From an optimization exercise on the open Yosys and OpenROAD flow, aimed at small area, a short achievable clock period and few clock cycles; shortcuts taken in it are not production practice.
Only simulation tests tie the RTL to the original design; equivalence was not proved.
Power figures rest on the tool's default switching activity, not on a simulated workload.

==> 12-22 <==
==> flow/design.v <==
module ex_stage (
  input  logic        clk,
  input  logic        rst,
  input  logic [7:0]  aluop_i,
  input  logic [3:0]  alusel_i,
  input  logic [63:0] oprand1_i,
  input  logic [63:0] oprand2_i,
  input  logic [4:0]  reg_write_addr_i,
  input  logic        reg_write_enable_i,
  input  logic        mem_valid_i,
  input  logic        mem_rw_i,
  output logic [63:0] reg_write_data_o,
  output logic [4:0]  reg_write_addr_o,
  output logic        reg_write_enable_o,
  output logic        mem_valid_o,
  output logic        mem_rw_o,
  output logic        stall_req_o
);
  localparam logic [63:0] INT_MIN = 64'h8000_0000_0000_0000;
  typedef enum logic [1:0] {IDLE, BUSY, DONE} state_t;
  state_t state;
  logic [63:0] rem_q;
  logic [63:0] quo_q;
  logic [63:0] dvs_q;
  logic [4:0]  cnt_q;
  logic [63:0] a, b;
  assign a = oprand1_i;
  assign b = oprand2_i;
  logic sel_logic, sel_shift, sel_arith, is_div, busy;
  assign sel_logic = (alusel_i == 4'd1);
  assign sel_shift = (alusel_i == 4'd2);
  assign sel_arith = (alusel_i == 4'd3);
  assign is_div    = (alusel_i == 4'd4) && (aluop_i[7:2] == 6'b001100);
  assign busy      = (state == BUSY);
  function automatic logic [64:0] bk_add(logic [63:0] x, logic [63:0] y, logic cin);
    logic [63:0] g, p, p0;
    p0 = x ^ y;
    g  = x & y;
    p  = p0;
    g[0] = g[0] | (p[0] & cin);
    for (int l = 0; l < 6; l++)
      for (int i = 0; i < 64; i++)
        if (((i + 1) % (2 << l)) == 0) begin
          g[i] = g[i] | (p[i] & g[i - (1 << l)]);
          p[i] = p[i] & p[i - (1 << l)];
        end
    for (int l = 4; l >= 0; l--)
      for (int i = 0; i < 64; i++)
        if (((i + 1) % (2 << l)) == (1 << l) && i >= (2 << l)) begin
          g[i] = g[i] | (p[i] & g[i - (1 << l)]);
          p[i] = p[i] & p[i - (1 << l)];
        end
    bk_add = {g[63], p0 ^ {g[62:0], cin}};
  endfunction
  function automatic logic [64:0] sk_add(logic [63:0] x, logic [63:0] y, logic cin);
    logic [63:0] g, p, p0, gn, pn;
    p0 = x ^ y;
    g  = x & y;
    p  = p0;
    g[0] = g[0] | (p[0] & cin);
    for (int l = 0; l < 6; l++) begin
      gn = g; pn = p;
      for (int i = 0; i < 64; i++)
        if (i & (1 << l)) begin
          gn[i] = g[i] | (p[i] & g[((i >> l) << l) - 1]);
          pn[i] = p[i] & p[((i >> l) << l) - 1];
        end
      g = gn; p = pn;
    end
    sk_add = {g[63], p0 ^ {g[62:0], cin}};
  endfunction
  logic        sh_left, sh_ok;
  logic [63:0] sh_in, sh_out, shift_res;
  assign sh_ok   = (aluop_i == 8'h10) || (aluop_i == 8'h11) || (aluop_i == 8'h12);
  assign sh_left = (aluop_i[1:0] == 2'b00);
  always_comb begin
    for (int i = 0; i < 64; i++) sh_in[i] = sh_left ? a[63-i] : a[i];
  end
  assign sh_out = 64'($signed({aluop_i[1] & a[63], sh_in}) >>> b[5:0]);
  always_comb begin
    for (int i = 0; i < 64; i++) shift_res[i] = sh_left ? sh_out[63-i] : sh_out[i];
  end
  logic        ar_sub;
  logic [63:0] add_a, add_b;
  logic [64:0] ar_sum;
  logic        ltu, lts;
  assign ar_sub = aluop_i[0] | aluop_i[1];    
  assign add_a  = a;
  assign add_b  = b;
  assign ar_sum = sk_add(add_a, add_b ^ {64{ar_sub}}, ar_sub);
  assign ltu    = ~ar_sum[64];
  assign lts    = (a[63] ^ b[63]) ? a[63] : ar_sum[63];
  logic        op_signed, op_rem, a_neg, b_neg;
  logic [63:0] a_mag, b_mag;
  logic        div_zero, div_ovf, div_fast;
  logic [6:0]  lz_a, lz_b, lz_d;
  assign op_signed = aluop_i[1];
  assign op_rem    = aluop_i[0];
  assign a_neg     = op_signed & a[63];
  assign b_neg     = op_signed & b[63];
  assign a_mag     = a_neg ? (~a + 64'd1) : a;
  assign b_mag     = b_neg ? (~b + 64'd1) : b;
  function automatic logic [6:0] clz64(logic [63:0] v);
    logic [63:0] z;
    logic [5:0]  c [64];
    for (int i = 0; i < 64; i++) begin
      z[i] = ~v[i];
      c[i] = '0;
    end
    for (int l = 1; l <= 6; l++)
      for (int g = 0; g < (64 >> l); g++) begin
        logic       zh, zl;
        logic [5:0] ch, cl;
        zh = z[2*g+1]; zl = z[2*g];
        ch = c[2*g+1]; cl = c[2*g];
        z[g] = zh & zl;
        c[g] = zh ? (cl | 6'(1 << (l - 1))) : ch;
      end
    clz64 = {z[0], c[0] & {6{~z[0]}}};
  endfunction
  function automatic logic pow2_neg(logic [63:0] x);
    pow2_neg = 1'b1;
    for (int i = 0; i < 63; i++) pow2_neg = pow2_neg & (x[i+1] | ~x[i]);
  endfunction
  logic [6:0] lz1_a, lz1_b;
  assign lz1_a = clz64(a ^ {64{a_neg}});
  assign lz1_b = clz64(b ^ {64{b_neg}});
  assign lz_a  = lz1_a - {6'd0, a_neg & pow2_neg(a)};
  assign lz_b  = lz1_b - {6'd0, b_neg & pow2_neg(b)};
  assign lz_d  = (lz_a > lz_b) ? 7'd0 : lz_b - lz_a;
  assign div_zero = (b == '0);
  assign div_ovf  = op_signed && (a == INT_MIN) && (b == '1);
  assign div_fast = div_zero | div_ovf | ({1'b0, lz1_a} > {1'b0, lz1_b} + 8'd1);
  logic [63:0] fast_res;
  always_comb begin
    if (div_zero)     fast_res = op_rem ? a : '1;
    else if (div_ovf) fast_res = op_rem ? '0 : a;
    else              fast_res = op_rem ? a : '0;
  end
  logic [63:0] d_init;
  assign d_init = b_mag << {lz_d[5:1], 1'b0};
  logic        q0, q1;
  logic [63:0] r1, r2;
  logic [64:0] s0, s1;
  assign s0 = bk_add(rem_q, ~{dvs_q[62:0], 1'b0}, 1'b1);
  assign q0 = s0[64] & ~dvs_q[63];
  assign r1 = q0 ? s0[63:0] : rem_q;
  assign s1 = bk_add(r1, ~dvs_q, 1'b1);
  assign q1 = s1[64];
  assign r2 = q1 ? s1[63:0] : r1;
  always_ff @(posedge clk) begin
    if (rst) begin
      state <= IDLE;
    end else begin
      case (state)
        IDLE:    if (is_div && !div_fast) state <= BUSY;
        BUSY:    if (cnt_q == '0) state <= DONE;
        default: state <= IDLE;
      endcase
    end
  end
  always_ff @(posedge clk) begin
    if (busy) begin
      rem_q <= r2;
      quo_q <= {quo_q[61:0], q0, q1};
      dvs_q <= dvs_q >> 2;
      cnt_q <= cnt_q - 1'b1;
    end else begin
      rem_q <= a_mag;
      quo_q <= '0;
      dvs_q <= d_init;
      cnt_q <= lz_d[5:1];
    end
  end
  logic [63:0] div_sel, div_res;
  logic        res_neg;
  assign div_sel = op_rem ? rem_q : quo_q;
  assign res_neg = op_rem ? a_neg : (a_neg ^ b_neg);
  assign div_res = res_neg ? (~div_sel + 64'd1) : div_sel;
  logic idle, done, en_and, en_or, en_xor, en_shift, en_add, en_slt, en_sltu;
  logic en_fast, en_alu, en_pass;
  assign idle     = !rst && (state == IDLE);
  assign done     = !rst && (state == DONE);
  assign en_and   = idle && sel_logic && (aluop_i == 8'h01);
  assign en_or    = idle && sel_logic && (aluop_i == 8'h02);
  assign en_xor   = idle && sel_logic && (aluop_i == 8'h03);
  assign en_shift = idle && sel_shift && sh_ok;
  assign en_add   = idle && sel_arith && (aluop_i[7:1] == 7'b0010000);
  assign en_slt   = idle && sel_arith && (aluop_i == 8'h22);
  assign en_sltu  = idle && sel_arith && (aluop_i == 8'h23);
  assign en_fast  = idle && is_div && div_fast;
  assign en_alu   = idle && !is_div;
  logic [3:0]  lut;
  logic [63:0] lut_res;
  assign lut = {en_and | en_or, en_or | en_xor, en_or | en_xor, 1'b0};
  always_comb begin
    for (int i = 0; i < 64; i++) lut_res[i] = lut[{a[i], b[i]}];
  end
  always_comb begin
    reg_write_data_o = lut_res
                     | ({64{en_shift}} & shift_res)
                     | ({64{en_add}}   & ar_sum[63:0])
                     | {63'd0, (en_slt & lts) | (en_sltu & ltu)}
                     | ({64{en_fast}}  & fast_res)
                     | ({64{done}}     & div_res);
    reg_write_addr_o   = rst ? 5'd0 : reg_write_addr_i;
    reg_write_enable_o = (en_alu | en_fast | done) & reg_write_enable_i;
    mem_valid_o        = en_alu & mem_valid_i;
    mem_rw_o           = en_alu & mem_rw_i;
    stall_req_o        = !rst && ((state == BUSY) || (state == IDLE && is_div && !div_fast));
  end
endmodule
==> flow/run.sh <==
#!/bin/bash
# synth_recipe.tcl (not shown) runs the flow's synth.tcl, then flattens the netlist and writes it again
# the make line also repeats each setting of config.mk as NAME=value (left out here)
make -C /OpenROAD-flow-scripts/flow DESIGN_CONFIG=/design/flow/config.mk WORK_HOME=/design/flow/orfs CLKGATE_MAP_FILE= SYNTH_SCRIPT=/design/flow/synth_recipe.tcl finish
==> flow/config.mk <==
export PLATFORM = sky130hd
export DESIGN_NAME = ex_stage
export DESIGN_NICKNAME = ex_stage
export VERILOG_FILES = /design/flow/design.v
export SDC_FILE = /design/flow/constraint.sdc
export NUM_CORES = 4
export LEC_CHECK = 0
export CAP_MARGIN = 20
export CORE_MARGIN = 2
export CORE_UTILIZATION = 40
export SETUP_SLACK_MARGIN = 1.6
export SLEW_MARGIN = 20
==> flow/constraint.sdc <==
create_clock -name core_clock -period 10.0 [get_ports {clk}]
set_input_delay 2.0000 -clock core_clock [delete_from_list [all_inputs] [get_ports {clk}]]
set_output_delay 2.0000 -clock core_clock [all_outputs]
set_load 0.01 [all_outputs]
==> 04-24: changes against 12-22 <==
--- a/flow/design.v
+++ b/flow/design.v
@@ -52,23 +52,6 @@
         end
     bk_add = {g[63], p0 ^ {g[62:0], cin}};
   endfunction
-  function automatic logic [64:0] sk_add(logic [63:0] x, logic [63:0] y, logic cin);
-    logic [63:0] g, p, p0, gn, pn;
-    p0 = x ^ y;
-    g  = x & y;
-    p  = p0;
-    g[0] = g[0] | (p[0] & cin);
-    for (int l = 0; l < 6; l++) begin
-      gn = g; pn = p;
-      for (int i = 0; i < 64; i++)
-        if (i & (1 << l)) begin
-          gn[i] = g[i] | (p[i] & g[((i >> l) << l) - 1]);
-          pn[i] = p[i] & p[((i >> l) << l) - 1];
-        end
-      g = gn; p = pn;
-    end
-    sk_add = {g[63], p0 ^ {g[62:0], cin}};
-  endfunction
   logic        sh_left, sh_ok;
   logic [63:0] sh_in, sh_out, shift_res;
   assign sh_ok   = (aluop_i == 8'h10) || (aluop_i == 8'h11) || (aluop_i == 8'h12);
@@ -87,7 +70,7 @@
   assign ar_sub = aluop_i[0] | aluop_i[1];    
   assign add_a  = a;
   assign add_b  = b;
-  assign ar_sum = sk_add(add_a, add_b ^ {64{ar_sub}}, ar_sub);
+  assign ar_sum = {1'b0, add_a} + {1'b0, add_b ^ {64{ar_sub}}} + {64'd0, ar_sub};
   assign ltu    = ~ar_sum[64];
   assign lts    = (a[63] ^ b[63]) ? a[63] : ar_sum[63];
   logic        op_signed, op_rem, a_neg, b_neg;
- SETUP_SLACK_MARGIN: 1.6 -> 0.6
==> 02-09: changes against 12-22 <==
==> flow/design.v, changed modules only <==
module ex_stage (
  input  logic        clk,
  input  logic        rst,
  input  logic [7:0]  aluop_i,
  input  logic [3:0]  alusel_i,
  input  logic [63:0] oprand1_i,
  input  logic [63:0] oprand2_i,
  input  logic [4:0]  reg_write_addr_i,
  input  logic        reg_write_enable_i,
  input  logic        mem_valid_i,
  input  logic        mem_rw_i,
  output logic [63:0] reg_write_data_o,
  output logic [4:0]  reg_write_addr_o,
  output logic        reg_write_enable_o,
  output logic        mem_valid_o,
  output logic        mem_rw_o,
  output logic        stall_req_o
);
  localparam logic [63:0] INT_MIN = 64'h8000_0000_0000_0000;
  typedef enum logic [1:0] {IDLE, BUSY, DONE} state_t;
  state_t state;
  logic [63:0] rem_q;
  logic [63:0] quo_q;
  logic [64:0] dvs_q;
  logic [4:0]  cnt_q;
  logic [63:0] a, b;
  assign a = oprand1_i;
  assign b = oprand2_i;
  logic sel_logic, sel_shift, sel_arith, is_div, busy;
  assign sel_logic = (alusel_i == 4'd1);
  assign sel_shift = (alusel_i == 4'd2);
  assign sel_arith = (alusel_i == 4'd3);
  assign is_div    = (alusel_i == 4'd4) && (aluop_i[7:2] == 6'b001100);
  assign busy      = (state == BUSY);
  function automatic logic [64:0] bk_add(logic [63:0] x, logic [63:0] y, logic cin);
    logic [63:0] g, p, p0;
    p0 = x ^ y;
    g  = x & y;
    p  = p0;
    g[0] = g[0] | (p[0] & cin);
    for (int l = 0; l < 6; l++)
      for (int i = 0; i < 64; i++)
        if (((i + 1) % (2 << l)) == 0) begin
          g[i] = g[i] | (p[i] & g[i - (1 << l)]);
          p[i] = p[i] & p[i - (1 << l)];
        end
    for (int l = 4; l >= 0; l--)
      for (int i = 0; i < 64; i++)
        if (((i + 1) % (2 << l)) == (1 << l) && i >= (2 << l)) begin
          g[i] = g[i] | (p[i] & g[i - (1 << l)]);
          p[i] = p[i] & p[i - (1 << l)];
        end
    bk_add = {g[63], p0 ^ {g[62:0], cin}};
  endfunction
  logic        sh_left, sh_ok;
  logic [63:0] sh_in, sh_out, shift_res;
  assign sh_ok   = (aluop_i == 8'h10) || (aluop_i == 8'h11) || (aluop_i == 8'h12);
  assign sh_left = (aluop_i[1:0] == 2'b00);
  always_comb begin
    for (int i = 0; i < 64; i++) sh_in[i] = sh_left ? a[63-i] : a[i];
  end
  assign sh_out = 64'($signed({aluop_i[1] & a[63], sh_in}) >>> b[5:0]);
  always_comb begin
    for (int i = 0; i < 64; i++) shift_res[i] = sh_left ? sh_out[63-i] : sh_out[i];
  end
  logic        ar_sub;
  logic [63:0] add_a, add_b;
  logic [64:0] ar_sum;
  logic        ltu, lts;
  assign ar_sub = aluop_i[0] | aluop_i[1];    
  assign add_a  = a;
  assign add_b  = b;
  assign ar_sum = {1'b0, add_a} + {1'b0, add_b ^ {64{ar_sub}}} + {64'd0, ar_sub};
  assign ltu    = ~ar_sum[64];
  assign lts    = (a[63] ^ b[63]) ? a[63] : ar_sum[63];
  logic        op_signed, op_rem, a_neg, b_neg;
  logic [63:0] a_mag, b_mag;
  logic        div_zero, div_ovf, div_fast;
  logic [6:0]  lz_a, lz_b, lz_d;
  assign op_signed = aluop_i[1];
  assign op_rem    = aluop_i[0];
  assign a_neg     = op_signed & a[63];
  assign b_neg     = op_signed & b[63];
  assign a_mag     = a_neg ? (~a + 64'd1) : a;
  assign b_mag     = b_neg ? (~b + 64'd1) : b;
  function automatic logic [6:0] clz64(logic [63:0] v);
    clz64 = 7'd64;
    for (int i = 0; i < 64; i++) if (v[i]) clz64 = 7'(63 - i);
  endfunction
  function automatic logic [6:0] lz_mag(logic [63:0] x, logic neg);
    logic pow2;
    pow2 = 1'b1;
    for (int i = 0; i < 63; i++) pow2 = pow2 & (x[i+1] | ~x[i]);
    lz_mag = clz64(x ^ {64{neg}}) - {6'd0, neg & pow2};
  endfunction
  assign lz_a = lz_mag(a, a_neg);
  assign lz_b = lz_mag(b, b_neg);
  assign lz_d = lz_b - lz_a;
  assign div_zero = (b == '0);
  assign div_ovf  = op_signed && (a == INT_MIN) && (b == '1);
  assign div_fast = div_zero | div_ovf | (lz_a > lz_b);
  logic [63:0] fast_res;
  always_comb begin
    if (div_zero)     fast_res = op_rem ? a : '1;
    else if (div_ovf) fast_res = op_rem ? '0 : a;
    else              fast_res = op_rem ? a : '0;
  end
  logic [64:0] d_init;
  assign d_init = {1'b0, b_mag} << {lz_d[5:1], 1'b1};
  logic        q0, q1;
  logic [63:0] r1, r2;
  logic [64:0] s0, s1;
  assign s0 = bk_add(rem_q, ~dvs_q[63:0], 1'b1);
  assign q0 = s0[64] & ~dvs_q[64];
  assign r1 = q0 ? s0[63:0] : rem_q;
  assign s1 = bk_add(r1, ~dvs_q[64:1], 1'b1);
  assign q1 = s1[64];
  assign r2 = q1 ? s1[63:0] : r1;
  always_ff @(posedge clk) begin
    if (rst) begin
      state <= IDLE;
    end else begin
      case (state)
        IDLE:    if (is_div && !div_fast) state <= BUSY;
        BUSY:    if (cnt_q == '0) state <= DONE;
        default: state <= IDLE;
      endcase
    end
  end
  always_ff @(posedge clk) begin
    if (busy) begin
      rem_q <= r2;
      quo_q <= {quo_q[61:0], q0, q1};
      dvs_q <= dvs_q >> 2;
      cnt_q <= cnt_q - 1'b1;
    end else begin
      rem_q <= a_mag;
      quo_q <= '0;
      dvs_q <= d_init;
      cnt_q <= lz_d[5:1];
    end
  end
  logic [63:0] div_sel, div_res;
  logic        res_neg;
  assign div_sel = op_rem ? rem_q : quo_q;
  assign res_neg = op_rem ? a_neg : (a_neg ^ b_neg);
  assign div_res = res_neg ? (~div_sel + 64'd1) : div_sel;
  logic idle, done, en_and, en_or, en_xor, en_shift, en_add, en_slt, en_sltu;
  logic en_fast, en_alu, en_pass;
  assign idle     = !rst && (state == IDLE);
  assign done     = !rst && (state == DONE);
  assign en_and   = idle && sel_logic && (aluop_i == 8'h01);
  assign en_or    = idle && sel_logic && (aluop_i == 8'h02);
  assign en_xor   = idle && sel_logic && (aluop_i == 8'h03);
  assign en_shift = idle && sel_shift && sh_ok;
  assign en_add   = idle && sel_arith && (aluop_i[7:1] == 7'b0010000);
  assign en_slt   = idle && sel_arith && (aluop_i == 8'h22);
  assign en_sltu  = idle && sel_arith && (aluop_i == 8'h23);
  assign en_fast  = idle && is_div && div_fast;
  assign en_alu   = idle && !is_div;
  always_comb begin
    reg_write_data_o = ({64{en_and}}   & (a & b))
                     | ({64{en_or}}    & (a | b))
                     | ({64{en_xor}}   & (a ^ b))
                     | ({64{en_shift}} & shift_res)
                     | ({64{en_add}}   & ar_sum[63:0])
                     | {63'd0, (en_slt & lts) | (en_sltu & ltu)}
                     | ({64{en_fast}}  & fast_res)
                     | ({64{done}}     & div_res);
    reg_write_addr_o   = rst ? 5'd0 : reg_write_addr_i;
    reg_write_enable_o = (en_alu | en_fast | done) & reg_write_enable_i;
    mem_valid_o        = en_alu & mem_valid_i;
    mem_rw_o           = en_alu & mem_rw_i;
    stall_req_o        = !rst && ((state == BUSY) || (state == IDLE && is_div && !div_fast));
  end
endmodule
- CORE_UTILIZATION: 40 -> 60
- GPL_TIMING_DRIVEN: unset -> 0
- SETUP_SLACK_MARGIN: 1.6 -> 0
==> summary of the runs <==
02-09 never finished: it broke off in global routing with GRT-0116. 04-24 went through all stages and came out clean. 12-22 finished clean. Sequential power is about the same in 04-24 and 12-22. Flip-flop and latch count is the same in 04-24 and 12-22. Against 12-22, the maximum frequency of 04-24 is smaller by 6.1%. In 04-24 the register-to-register slack is better than in 12-22, by 0.04 ns. In 12-22 the worst setup slack is higher than in 04-24, by 0.57 ns. In 04-24 the clock-buffer cell count is lower than in 12-22, by 9.
==> figures <==
Run status: 02-09 did not finish; 12-22 timing/DRC/antenna clean; 04-24 timing/DRC/antenna clean
Stage where the flow stopped: 02-09 global routing; 12-22 -; 04-24 -
Max Clk Rate: 02-09 -; 12-22 0.113 GHz; 04-24 0.106 GHz
Vias per Instance: 02-09 -; 12-22 7.00; 04-24 7.07
Post-Route Hold Slack: 02-09 -; 12-22 0.461 ns; 04-24 0.467 ns
Slowest stage delay, CP: 02-09 -; 12-22 0.71 ns; 04-24 0.62 ns
Share of synthesized area spent on multiplexers: 02-09 11.7%; 12-22 14.4%; 04-24 15.1%
Maximum number of buffers from clock root to sink: 02-09 2; 12-22 3; 04-24 2
Post-CTS Resized: 02-09 600; 12-22 525; 04-24 198
CP Depth: 02-09 -; 12-22 24; 04-24 26
EDFF count, synth: 02-09 0; 12-22 1; 04-24 1
Relative area change from synthesis to final layout: 02-09 -; 12-22 23.6%; 04-24 22.9%
Final min period: 02-09 -; 12-22 8.89 ns; 04-24 9.46 ns
Detailed-route via count: 02-09 -; 12-22 49.3k; 04-24 50.6k
End of the worst hold path: 02-09 -; 12-22 quo_q[48]$_SDFF_PN0_; 04-24 quo_q[47]$_SDFF_PN0_
Testbench counts of 12-22, summed over its fixed seeds: cycles 54,191.
Testbench counts of 04-24, summed over its fixed seeds: cycles 54,191.
Testbench counts of 02-09, summed over its fixed seeds: cycles 54,123.

[port drivers added, routing unchanged]
The results above use ideal ports. As a check the final layouts listed here were re-extracted and re-timed, cells and wires unchanged. Step 1 assumes that a clkbuf_16 drives the clock port and a buf_2 every other input. Step 2, shift: input delay + t, output delay - t, t = (earliest + latest rising clock arrival at the registers) / 2. This alone moves slack from input paths to output paths. a / b / c = ideal / step 1 / step 2; a / b = the first two.
run | t (ns) | setup slack, ns | slew at the worst register clock pin (ns) | worst slew at a driven data input, ns
12-22 | 0.572 | 1.114 / 1.092 / 1.092 | 0.08 / 0.08 | 0.07
04-24 | 0.541 | 0.540 / 0.502 / 0.153 | 0.10 / 0.10 | 0.16
After both steps setup and hold are still met in every run listed. For 04-24, which loses most, drivers alone change the setup slack by -0.038 ns; drivers and shift together by -0.387 ns.
